Context: an optimization exercise on an open-source flow, tuned for small area, a short achievable clock period and few clock cycles. The choices shown serve that exercise and are no tape-out recipe. No run shown here included a check of the RTL's function; only the layout flow was run.

==> flow/design.v (outline; a module is shown in full before it is edited, if it fits) <==
// module qpsc_eval: 20 lines
// module qpsc_band_test_dn: 175 lines
// module qpsc_band_test_dp: 180 lines
// module qpsc_fa: 10 lines
// module qpsc_seq: 89 lines
// module quad_photodiode_stepper_centering: 163 lines
module quad_photodiode_stepper_centering (
    input  logic                              aclk,
    input  logic                              aresetn,
    input  logic                              s_tvalid,
    output logic                              s_tready,
    input  logic [qpsc_pkg::IN_DATA_W-1:0]    s_tdata,   
    input  logic                              s_tuser,   
    output logic                              m_tvalid,
    input  logic                              m_tready,
    output logic [qpsc_pkg::OUT_DATA_W-1:0]   m_tdata,   
    input  logic                              cfg_we,
    input  logic [qpsc_pkg::CFG_IDX_W-1:0]    cfg_index,
    input  logic [qpsc_pkg::CFG_W-1:0]        cfg_wdata
);
  // ...
==> flow/run.sh <==
#!/bin/bash
# synth_recipe.tcl (not shown) runs the flow's synth.tcl, then flattens the netlist and writes it again
# the make line also repeats each setting of config.mk as NAME=value (left out here)
make -C /OpenROAD-flow-scripts/flow DESIGN_CONFIG=/design/flow/config.mk WORK_HOME=/design/flow/orfs CLKGATE_MAP_FILE= SYNTH_SCRIPT=/design/flow/synth_recipe.tcl finish
==> flow/config.mk <==
export PLATFORM = sky130hd
export DESIGN_NAME = quad_photodiode_stepper_centering
export DESIGN_NICKNAME = quad_photodiode_stepper_centering
export VERILOG_FILES = /design/flow/design.v
export SDC_FILE = /design/flow/constraint.sdc
export NUM_CORES = 4
export LEC_CHECK = 0
export CAP_MARGIN = 20
export CORE_MARGIN = 2
export CORE_UTILIZATION = 40
export SLEW_MARGIN = 20
export SYNTH_HIERARCHICAL = 1
export SYNTH_MINIMUM_KEEP_SIZE = 0
==> flow/constraint.sdc <==
create_clock -name core_clock -period 12.5 [get_ports {aclk}]
set_input_delay 2.5000 -clock core_clock [delete_from_list [all_inputs] [get_ports {aclk}]]
set_output_delay 2.5000 -clock core_clock [all_outputs]
set_load 0.01 [all_outputs]
==> results.env, run 1 <==
CRIT_PATH_MAX_FANOUT=3
FLOORPLAN.DIE_AREA_MM2=0.0607
DP_HPWL_UM=46500
DIE_EXTENT_IN_Y_UM=246
TIMING.CRITICAL_PATH.SLOWEST_STAGE_CELL='sky130_fd_sc_hd__clkdlybuf4s50_1'
YOSYSMOSTFREQUENTCELL='sky130_fd_sc_hd__inv_1'
FINAL_GLOBAL_ROUTE_OVERFLOW_TOTAL=0
NUM-NONCLK-BUFFERS=118
SYNTH_TOP_CELL_BY_AREA='sky130_fd_sc_hd__fa_1'
YS_WARN_COUNT=8
FINAL_MIN_PERIOD_OVER_CLOCK_PERIOD=0.481
SYNTH-SEQ-CELLS=214
POST_SYNTH_MUX_AREA_SHARE=0.0119
WORST_R2R_PATH_DEPTH=13
NON_CLOCK_INVERTER_COUNT=336
NONCLKBUFAREAFRAC=0.0435
TIMING.CRITICAL_PATH.DEPTH=19
CRIT_PATH_END_KIND='register'
TIMING.CRITICAL_PATH.REQUIRED_NS=12.97
MULTI_INPUT_COMB_AREA_MM2=0.0169
WORST_CLOCK_SKEW_NS=0.0239
SYN-INSTANCE-COUNT=2619
DETAILEDROUTE.FIRSTPASSITERATIONCOUNT=7
CTS.HTREE.LEVELS=1
ROOT_BUFFER='sky130_fd_sc_hd__clkbuf_16'
CELL_CLASS_RANKED_FIRST_BY_AREA='multi-input combinational cells'
YS_TOP_CELLS_BY_COUNT='sky130_fd_sc_hd__inv_1 (330), sky130_fd_sc_hd__xnor2_1 (279), sky130_fd_sc_hd__fa_1 (224)'
SYNTH_XOR_AREA_FRAC=0.123
OUTCOME='complete, no violations'
SYN-CELL-AREA_MM2=0.0235
HOLD_BUFFERS=0
WORST-ENDPOINT-ARRIVAL_NS=6.49
POST_CTS_BUFFERS=0
GROUTE.LAYER.MET2.USAGE=0.331
ANTENNA_FOUND_INITIAL=0
PATH_CLK_SLEW_NS=0.06
NUM-NETS-FINAL=3097
==> module quad_photodiode_stepper_centering, before the edit <==
module quad_photodiode_stepper_centering (
    input  logic                              aclk,
    input  logic                              aresetn,
    input  logic                              s_tvalid,
    output logic                              s_tready,
    input  logic [qpsc_pkg::IN_DATA_W-1:0]    s_tdata,   
    input  logic                              s_tuser,   
    output logic                              m_tvalid,
    input  logic                              m_tready,
    output logic [qpsc_pkg::OUT_DATA_W-1:0]   m_tdata,   
    input  logic                              cfg_we,
    input  logic [qpsc_pkg::CFG_IDX_W-1:0]    cfg_index,
    input  logic [qpsc_pkg::CFG_W-1:0]        cfg_wdata
);
    localparam int SB = qpsc_pkg::SAMPLE_BITS;
    function automatic logic booth_one(input logic [16:0] w, input int k);
        booth_one = w[2*k] ^ ((k == 0) ? 1'b0 : w[2*k-1]);
    endfunction
    function automatic logic booth_two(input logic [16:0] w, input int k);
        logic b0;
        b0 = (k == 0) ? 1'b0 : w[2*k-1];
        booth_two = (w[2*k+1] && !w[2*k] && !b0) || (!w[2*k+1] && w[2*k] && b0);
    endfunction
    logic [qpsc_pkg::STEPS_W-1:0]  init_budget_reg;    
    logic [qpsc_pkg::TGT_W-1:0]    target_reg;
    logic [qpsc_pkg::TOL_W-1:0]    tol_reg;
    logic [qpsc_pkg::MOVES_W-1:0]  max_moves_reg;
    logic [qpsc_pkg::STEPS_W-1:0]  wr_budget;
    always_comb begin
        if (cfg_wdata[qpsc_pkg::STEPS_W-1:0] == '0)
            wr_budget = qpsc_pkg::STEPS_W'(1);
        else if (cfg_wdata[qpsc_pkg::STEPS_W-1:0] > qpsc_pkg::BUDGET_MAX)
            wr_budget = qpsc_pkg::BUDGET_MAX;
        else
            wr_budget = cfg_wdata[qpsc_pkg::STEPS_W-1:0];
    end
    always_ff @(posedge aclk) begin
        if (!aresetn) begin
            init_budget_reg <= qpsc_pkg::INIT_STEPS_RST;
            target_reg      <= qpsc_pkg::TARGET_RST;
            tol_reg         <= qpsc_pkg::TOL_RST;
            max_moves_reg   <= qpsc_pkg::MAX_MOVES_RST;
        end else if (cfg_we) begin
            case (cfg_index)
                qpsc_pkg::CFG_INITIAL_STEPS: init_budget_reg <= wr_budget;
                qpsc_pkg::CFG_TARGET:        target_reg      <= cfg_wdata[qpsc_pkg::TGT_W-1:0];
                qpsc_pkg::CFG_TOLERANCE:     tol_reg         <= cfg_wdata[qpsc_pkg::TOL_W-1:0];
                qpsc_pkg::CFG_MAX_MOVES:     max_moves_reg   <= cfg_wdata[qpsc_pkg::MOVES_W-1:0];
                default: ;
            endcase
        end
    end
    logic [16:0] band_hi17, band_lo17;
    logic [7:0]  hi_one, hi_two, hi_negn, lo_one, lo_two, lo_negn;
    logic        hi_over, lo_under;
    assign band_hi17 = {target_reg[15], target_reg} + {2'b00, tol_reg};
    assign band_lo17 = {target_reg[15], target_reg} - {2'b00, tol_reg};
    always_ff @(posedge aclk) begin
        for (int k = 0; k < 8; k++) begin
            hi_one[k]  <= booth_one(band_hi17, k);
            hi_two[k]  <= booth_two(band_hi17, k);
            hi_negn[k] <= !band_hi17[2*k+1];
            lo_one[k]  <= booth_one(band_lo17, k);
            lo_two[k]  <= booth_two(band_lo17, k);
            lo_negn[k] <= band_lo17[2*k+1];       
        end
        hi_over  <= !band_hi17[16] && band_hi17[15];
        lo_under <= band_lo17[16] && !band_lo17[15];
    end
    logic                s1_valid;
    logic                s1_start;
    logic [13:0]         s1_sum;
    logic signed [14:0]  s1_diff;
    logic [SB-1:0]       qa, qb, qc, qd;
    assign {qd, qc, qb, qa} = s_tdata[4*SB-1:0];
    always_ff @(posedge aclk) begin
        s1_start <= s_tuser;
        s1_sum   <= 14'(qa) + 14'(qb) + 14'(qc) + 14'(qd);
        s1_diff  <= 15'(qb) + 15'(qd) - 15'(qa) - 15'(qc);
    end
    logic s2_valid, s2_start, s2_nobeam, s2_hi, s2_lo;
    logic ev_hi, ev_lo;
    qpsc_eval u_eval (
        .sum     (s1_sum),
        .diff    (s1_diff),
        .hi_one   (hi_one),
        .hi_two   (hi_two),
        .hi_negn  (hi_negn),
        .hi_over  (hi_over),
        .lo_one   (lo_one),
        .lo_two   (lo_two),
        .lo_negn  (lo_negn),
        .lo_under (lo_under),
        .hi      (ev_hi),
        .lo      (ev_lo)
    );
    always_ff @(posedge aclk) begin
        s2_start  <= s1_start;
        s2_nobeam <= (s1_sum == '0);
        s2_hi     <= ev_hi;
        s2_lo     <= ev_lo;
    end
    logic [3:0] q0, q1, q2;           
    logic [1:0] q_count, q_count_next;
    logic [3:0] s2_tok, head;
    logic       head_valid, fire, push, pop;
    logic       out_valid_reg;
    logic       ready_reg;
    logic       take;
    assign s2_tok     = {s2_start, s2_nobeam, s2_hi, s2_lo};
    assign head       = (q_count != 2'd0) ? q0 : s2_tok;
    assign head_valid = (q_count != 2'd0) || s2_valid;
    assign fire       = head_valid && (!out_valid_reg || m_tready);
    assign pop        = fire && (q_count != 2'd0);
    assign push       = s2_valid && !(fire && (q_count == 2'd0));
    assign q_count_next = q_count + 2'(push) - 2'(pop);
    assign s_tready = ready_reg;
    assign take     = s_tvalid && ready_reg;
    always_ff @(posedge aclk) begin
        if (pop) begin
            q0 <= q1;
            q1 <= q2;
        end
        if (push) begin
            case (q_count - 2'(pop))
                2'd0:    q0 <= s2_tok;
                2'd1:    q1 <= s2_tok;
                default: q2 <= s2_tok;
            endcase
        end
    end
    always_ff @(posedge aclk) begin
        if (!aresetn) begin
            s1_valid      <= 1'b0;
            s2_valid      <= 1'b0;
            q_count       <= 2'd0;
            ready_reg     <= 1'b0;
            out_valid_reg <= 1'b0;
        end else begin
            s1_valid      <= take;
            s2_valid      <= s1_valid;
            q_count       <= q_count_next;
            ready_reg     <= (3'(take) + 3'(s1_valid) + 3'(q_count_next) < 3'd3);
            out_valid_reg <= fire || (out_valid_reg && !m_tready);
        end
    end
    qpsc_pkg::qpsc_result_t result;
    qpsc_seq u_seq (
        .aclk        (aclk),
        .aresetn     (aresetn),
        .fire        (fire),
        .start_req   (head[3]),
        .no_beam     (head[2]),
        .hi          (head[1]),
        .lo          (head[0]),
        .init_budget (init_budget_reg),
        .max_moves   (max_moves_reg),
        .result      (result)
    );
    assign m_tvalid = out_valid_reg;
    assign m_tdata  = qpsc_pkg::OUT_DATA_W'({result.status, result.step_budget,
                                             result.turn_reverse, result.coil_pattern});
endmodule
==> run 2, diff against run 1 <==
--- a/flow/design.v
+++ b/flow/design.v
@@ -615,2 +615,12 @@
     end
+    logic                s0_valid;
+    logic                s0_start;
+    logic [SB:0]         s0_bd, s0_ac;
+    logic [SB-1:0]       qa, qb, qc, qd;
+    assign {qd, qc, qb, qa} = s_tdata[4*SB-1:0];
+    always_ff @(posedge aclk) begin
+        s0_start <= s_tuser;
+        s0_bd    <= {1'b0, qb} + {1'b0, qd};
+        s0_ac    <= {1'b0, qa} + {1'b0, qc};
+    end
     logic                s1_valid;
@@ -619,8 +629,6 @@
     logic signed [14:0]  s1_diff;
-    logic [SB-1:0]       qa, qb, qc, qd;
-    assign {qd, qc, qb, qa} = s_tdata[4*SB-1:0];
     always_ff @(posedge aclk) begin
-        s1_start <= s_tuser;
-        s1_sum   <= 14'(qa) + 14'(qb) + 14'(qc) + 14'(qd);
-        s1_diff  <= 15'(qb) + 15'(qd) - 15'(qa) - 15'(qc);
+        s1_start <= s0_start;
+        s1_sum   <= {1'b0, s0_bd} + {1'b0, s0_ac};
+        s1_diff  <= {2'b00, s0_bd} - {2'b00, s0_ac};
     end
@@ -648,4 +656,5 @@
     end
-    logic [3:0] q0, q1, q2;           
-    logic [1:0] q_count, q_count_next;
+    localparam int QN = 4;            
+    logic [3:0] q [QN];               
+    logic [2:0] q_count, q_count_next, q_wr;
     logic [3:0] s2_tok, head;
@@ -656,8 +665,9 @@
     assign s2_tok     = {s2_start, s2_nobeam, s2_hi, s2_lo};
-    assign head       = (q_count != 2'd0) ? q0 : s2_tok;
-    assign head_valid = (q_count != 2'd0) || s2_valid;
+    assign head       = (q_count != 3'd0) ? q[0] : s2_tok;
+    assign head_valid = (q_count != 3'd0) || s2_valid;
     assign fire       = head_valid && (!out_valid_reg || m_tready);
-    assign pop        = fire && (q_count != 2'd0);
-    assign push       = s2_valid && !(fire && (q_count == 2'd0));
-    assign q_count_next = q_count + 2'(push) - 2'(pop);
+    assign pop        = fire && (q_count != 3'd0);
+    assign push       = s2_valid && !(fire && (q_count == 3'd0));
+    assign q_count_next = q_count + 3'(push) - 3'(pop);
+    assign q_wr       = q_count - 3'(pop);
     assign s_tready = ready_reg;
@@ -665,12 +675,7 @@
     always_ff @(posedge aclk) begin
-        if (pop) begin
-            q0 <= q1;
-            q1 <= q2;
-        end
-        if (push) begin
-            case (q_count - 2'(pop))
-                2'd0:    q0 <= s2_tok;
-                2'd1:    q1 <= s2_tok;
-                default: q2 <= s2_tok;
-            endcase
+        for (int i = 0; i < QN; i++) begin
+            if (push && (q_wr == 3'(i)))
+                q[i] <= s2_tok;
+            else if (pop && (i < QN - 1))
+                q[i] <= q[(i < QN - 1) ? i + 1 : i];
         end
@@ -679,5 +684,6 @@
         if (!aresetn) begin
+            s0_valid      <= 1'b0;
             s1_valid      <= 1'b0;
             s2_valid      <= 1'b0;
-            q_count       <= 2'd0;
+            q_count       <= 3'd0;
             ready_reg     <= 1'b0;
@@ -685,6 +691,7 @@
         end else begin
-            s1_valid      <= take;
+            s0_valid      <= take;
+            s1_valid      <= s0_valid;
             s2_valid      <= s1_valid;
             q_count       <= q_count_next;
-            ready_reg     <= (3'(take) + 3'(s1_valid) + 3'(q_count_next) < 3'd3);
+            ready_reg     <= (3'(take) + 3'(s0_valid) + 3'(s1_valid) + q_count_next < 3'(QN));
             out_valid_reg <= fire || (out_valid_reg && !m_tready);
==> run 2 against run 1 <==
  * Global-route usage decreased by 0.51 points
  * Worst setup slack improved by 0.77 ns
  * Via count increased by 0.50%
  * Maximum frequency increased by 15%
  * Non-clock buffer count decreased by 1
  * Critical endpoint is now s2_hi
==> results.env, run 2 <==
FINAL_GLOBAL_ROUTE_OVERFLOW_TOTAL=0  # unchanged
MOST_USED_DFF_POST_SYNTH='sky130_fd_sc_hd__dfxtp_1'  # unchanged
AVGVIACOUNTPERCELL=5.50  # was 5.49
YOSYSMOSTFREQUENTCELL='sky130_fd_sc_hd__inv_1'  # unchanged
DP_HPWL_UM=45900  # was 46500 um
DIE_WIDTH_UM=248  # was 246 um
YS_TOP_CELLS_BY_COUNT='sky130_fd_sc_hd__inv_1 (297), sky130_fd_sc_hd__xnor2_1 (282), sky130_fd_sc_hd__nand2_1 (231)'  # was sky130_fd_sc_hd__inv_1 (330), sky130_fd_sc_hd__xnor2_1 (279), sky130_fd_sc_hd__fa_1 (224)
START_KIND='register'  # was input pin
DRC_ERRORS=0  # unchanged
FINAL_SLEW_VIOL_COUNT=0  # unchanged
POST_CTS_BUFFERS=0  # unchanged
SYNTH_AREA_PER_CELL_UM2=9.10  # was 8.97 um2
LARGEST_STAGE_DELAY_WORST_PATH_NS=0.83  # was 0.51 ns
AREA_GROWTH_PCT=9.95  # was 9.40%
DETAILEDROUTE.FIRSTPASSITERATIONCOUNT=6  # was 7
FP.COREAREA_MM2=0.0589  # was 0.0579 mm2
POST_SYNTHESIS_SEQUENTIAL_AREA_RATIO=0.226  # was 0.198
SYN-INSTANCE-COUNT=2617  # was 2619
MAXIMUM_NUMBER_OF_PINS_ON_ONE_NET_BEFORE_GLOBAL_ROUTE_REPAIR=72  # was 70
WORST_SLACK_NS=7.26  # was 6.49 ns
MAX_FREQ_MHz=191  # was 166 MHz
WHS_ENDPOINT='s2_start'  # unchanged
NUM-NETS-FINAL=3076  # was 3097
SETUP_CP_TYPE='register to register'  # was input pin to register
CLOCK-SINKS=245  # was 214
HP-CLASS='register to register'  # unchanged
GLOBALROUTETOTALUTIL=0.202  # was 0.207
FINAL_MIN_PERIOD_OVER_CLOCK_PERIOD=0.419  # was 0.481
CRITICAL_PATH.CELL_CHAIN='clkinv_1, fa_1, fa_1, fa_1, fa_1, inv_1, ha_1, nand3_1, nor4_2, a221oi_1, and3b_1, a221oi_2, nor2b_4'  # was clkdlybuf4s50_1, inv_1, fa_1, inv_1, ha_1, a21oi_1, o211ai_1, a21oi_1, o21ai_0, a21o_1, a21oi_1, xnor2_1, ha_1, nor3_1, nand3b_1, o21ai_0, or2_2, o21ai_0, a22oi_1
CTS_TREE='done'  # unchanged
SYN-CELL-AREA_MM2=0.0238  # was 0.0235 mm2
FINALHOLDVIOLCOUNT=0  # unchanged
TIMING.CRITICAL_PATH.MODE_CELL='sky130_fd_sc_hd__fa_1'
DIE_EXTENT_IN_Y_UM=248  # was 246 um
WORST_SLEW_PIN_SLEW_NS=1.07  # was 1.03 ns
CRIT-REG2REG-LAUNCH='hi_negn[3]'  # unchanged
DRTITER0DRC=1414  # was 1483
ROUTE.ANTENNA.REMAINING_NETS=0  # unchanged
R2R_ENDPOINT='s2_hi'  # unchanged
ANTENNA_FOUND_INITIAL=2  # was 0
ROUTE.DETAILED.WL_PER_INST_UM=18.2  # was 18.4 um
CTS_MADE_BUFFERS=30  # was 24
POST_SYNTH_EDFFS=49  # was 37
NETLIST-CELL-TYPE-COUNT=96  # was 88
FILLERINSTANCES=5661  # was 5672
MAX_CAPACITANCE_VIOLATION_TOTAL=0  # unchanged
PLACE_WORST_SETUP_SLACK_NS=7.13  # was 6.01 ns
SYNTH-SEQ-CELLS=245  # was 214
TIMING.CRITICAL_PATH.REQUIRED_NS=13.02  # was 12.97 ns
IO_PINS=98  # unchanged
ROUTED_WIRE_LENGTH_UM=61800  # was 62100 um
ROOT_BUFFER='sky130_fd_sc_hd__clkbuf_16'  # unchanged
DRIVE_GT1_FRAC=0.0501  # was 0.0432
FINALSETUPVIOLCOUNT=0  # unchanged
SYNTHTOPCELLSBYAREA='sky130_fd_sc_hd__dfxtp_1 (16%), sky130_fd_sc_hd__fa_1 (16%), sky130_fd_sc_hd__ha_1 (11%)'  # was sky130_fd_sc_hd__fa_1 (19%), sky130_fd_sc_hd__dfxtp_1 (15%), sky130_fd_sc_hd__ha_1 (11%)
CTS_REPAIR_RESIZE_COUNT=0  # unchanged
FIRST_GLOBAL_VIAS=18700  # was 18844
PATH_CLK_SLEW_NS=0.07  # was 0.06 ns
TIMING.HOLD.WORST_PATH_DEPTH=0  # unchanged
MAX-SLEW-MARGIN-REL=0.288  # was 0.310
ROWS=89  # was 88
ASYNC_FLOP_SHARE=0  # unchanged
SYNTHDOMINANTCELLAREASHARE=0.165  # was 0.191
IO_BUFFERS=94  # unchanged
INITIAL_UTILIZATION=0.404  # was 0.406
DR_TOTAL_VIAS=18649  # was 18557
WORST_CLOCK_SKEW_NS=0.0335  # was 0.0239 ns
FLOORPLAN.DIE_AREA_MM2=0.0615  # was 0.0607 mm2
FINALSETUPTNS_NS=0  # unchanged
SYNTH_TOP_CELL_BY_AREA='sky130_fd_sc_hd__dfxtp_1'  # was sky130_fd_sc_hd__fa_1
FIN_CRIT_NS=5.24  # was 6.01 ns
YS_WARN_COUNT=9  # was 8
CTS_MAX_PATH_BUFFERS=3  # unchanged
HOLD_BUFFERS=0  # unchanged
HOLD_PATH.STARTPOINT='s1_start'  # unchanged
MOST_FREQUENT_STANDARD_CELL_IN_THE_LAYOUT_EXCLUDING_FILL_AND_TAP_CELLS='sky130_fd_sc_hd__inv_1'  # unchanged
WORST-ENDPOINT-ARRIVAL_NS=5.76  # was 6.49 ns
OUTCOME='complete, no violations'  # unchanged
CRIT_PATH_MAX_FANOUT=13  # was 3
CTS.HTREE.LEVELS=1  # unchanged
GRT_PASS1_WL_UM=100000  # was 101000 um
TIMING.CRITICAL_PATH.SLOWEST_STAGE_CELL='sky130_fd_sc_hd__dfxtp_1'  # was sky130_fd_sc_hd__clkdlybuf4s50_1
WORST_R2R_PATH_DEPTH=13  # unchanged
SETUP_REPAIR_AFTER_GLOBAL_ROUTING_MISSED_ITS_MARGIN='no'  # unchanged
REGTOREGSETUPSLACK_NS=7.26  # was 6.77 ns
MOST-COMMON-LAYOUT-CELLS='sky130_fd_sc_hd__inv_1 (297), sky130_fd_sc_hd__xnor2_1 (282), sky130_fd_sc_hd__nand2_1 (231)'  # was sky130_fd_sc_hd__inv_1 (330), sky130_fd_sc_hd__xnor2_1 (279), sky130_fd_sc_hd__fa_1 (224)
WORST_SKEW_PAIR.LATE_LATENCY_NS=0.60  # was 0.56 ns
CRIT_PATH_END_KIND='register'  # unchanged
GPL.FINAL_WEIGHTED_CONGESTION=0.907  # was 0.887
## run 2: layout make-up
cell class	instances	area, um2	area share
Clock inverter	9	103	0.00392
Multi-Input combinational cell	1896	16600	0.632
Antenna cell	1	2.50	0.0000955
Inverter	305	1140	0.0437
Timing Repair Buffer	117	1110	0.0423
Clock buffer	44	916	0.0350
Sequential cell	245	5400	0.206
Tap cell	773	967	0.0369
## run 2: stage by stage
stage	hold slack, ns	instance area [um2]	utilization	cells
2_1_floorplan	0.310	23800	-	2619
3_3_place_gp	0.321	25200	0.427	3336
3_5_place_dp	0.319	25200	0.427	3336
4_1_cts	0.334	26200	0.445	3389
5_1_grt	0.337	26200	0.445	3389
6_report	0.331	26200	0.445	3390
## run 2: critical path: cells and delay by family (launching register included)
kind | cells | cell delay, ns
flip-flops | 1 | 0.83
buffers and inverters | 2 | 0.51
AND/OR/NAND/NOR | 4 | 0.94
adder cells (fa/ha/maj) | 5 | 2.51
AO/OA/AOI/OAI | 2 | 0.39
## run 2: how the worst max path moves through the flow
stage,startpoint,endpoint,cells after the start
after floorplan,m_tready,ready_reg,10
after global placement,m_tready,ready_reg,11
after CTS,hi_negn[3],s2_hi,13
after global routing,hi_negn[3],s2_hi,13
after detailed placement,m_tready,ready_reg,11
final,hi_negn[3],s2_hi,13
## run 2: per-module statistics from Yosys (local to each module, per instance)
module	times used	cells inside	cell area, um2	flops+latches
qpsc_fa	184	1	20.0	0
qpsc_eval	1	2	27.5	0
qpsc_seq	1	405	3650	53
qpsc_band_test_dn	1	487	3400	0
quad_photodiode_stepper_centering	1	1035	9590	192
qpsc_band_test_dp	1	504	3460	0
## run 2: layer usage
metal | up-vias | GRT usage | part of all wire
li1 | 8783 | - | -
met1 | 9213 | 0.283 | 0.45
met2 | 562 | 0.327 | 0.46
met3 | 91 | 0.0302 | 0.062
met4 | 0 | 0.0500 | 0.021
met5 | - | 0 | 0
## run 2: cells by family (layout without fill, tap and decap cells)
logic type | count (synthesis) | after routing | share of synthesized area
flip-flops | 245 | 245 | 0.226
other | 1 | 4 | 0.000157
multiplexers | 28 | 28 | 0.0127
adder cells (fa/ha/maj) | 410 | 410 | 0.276
XOR/XNOR | 338 | 338 | 0.124
buffers and inverters | 478 | 475 | 0.0790
AO/OA/AOI/OAI | 541 | 541 | 0.163
AND/OR/NAND/NOR | 576 | 576 | 0.118

==> static timing again, ports no longer ideal <==
Ports are ideal in the flow. The routed layouts listed here were re-timed in OpenROAD.
Step 1, drivers: a clkbuf_16 drives aclk and a buf_2 each remaining input, both assumed.
Step 2 moves the port delays by t, midway between the first and last clock arrival at a register: inputs arrive t later, outputs are due t later. That takes back most of the time a late clock gives input paths.
Slacks: no drivers / after step 1 / after step 2; pairs: no drivers / after step 1.
run	shift t [ns]	setup WS [ns]	worst setup path after step 2	clock arrival spread, ns
run 1	0.609	6.485 / 6.519 / 5.910	input to register	0.026 / 0.026
run 2	0.645	7.260 / 7.260 / 7.103	input to register	0.036 / 0.036
After both steps setup and hold are still met in every run listed. The setup slack of run 1, which loses most, moves by +0.034 ns with the drivers and by -0.575 ns with both steps.
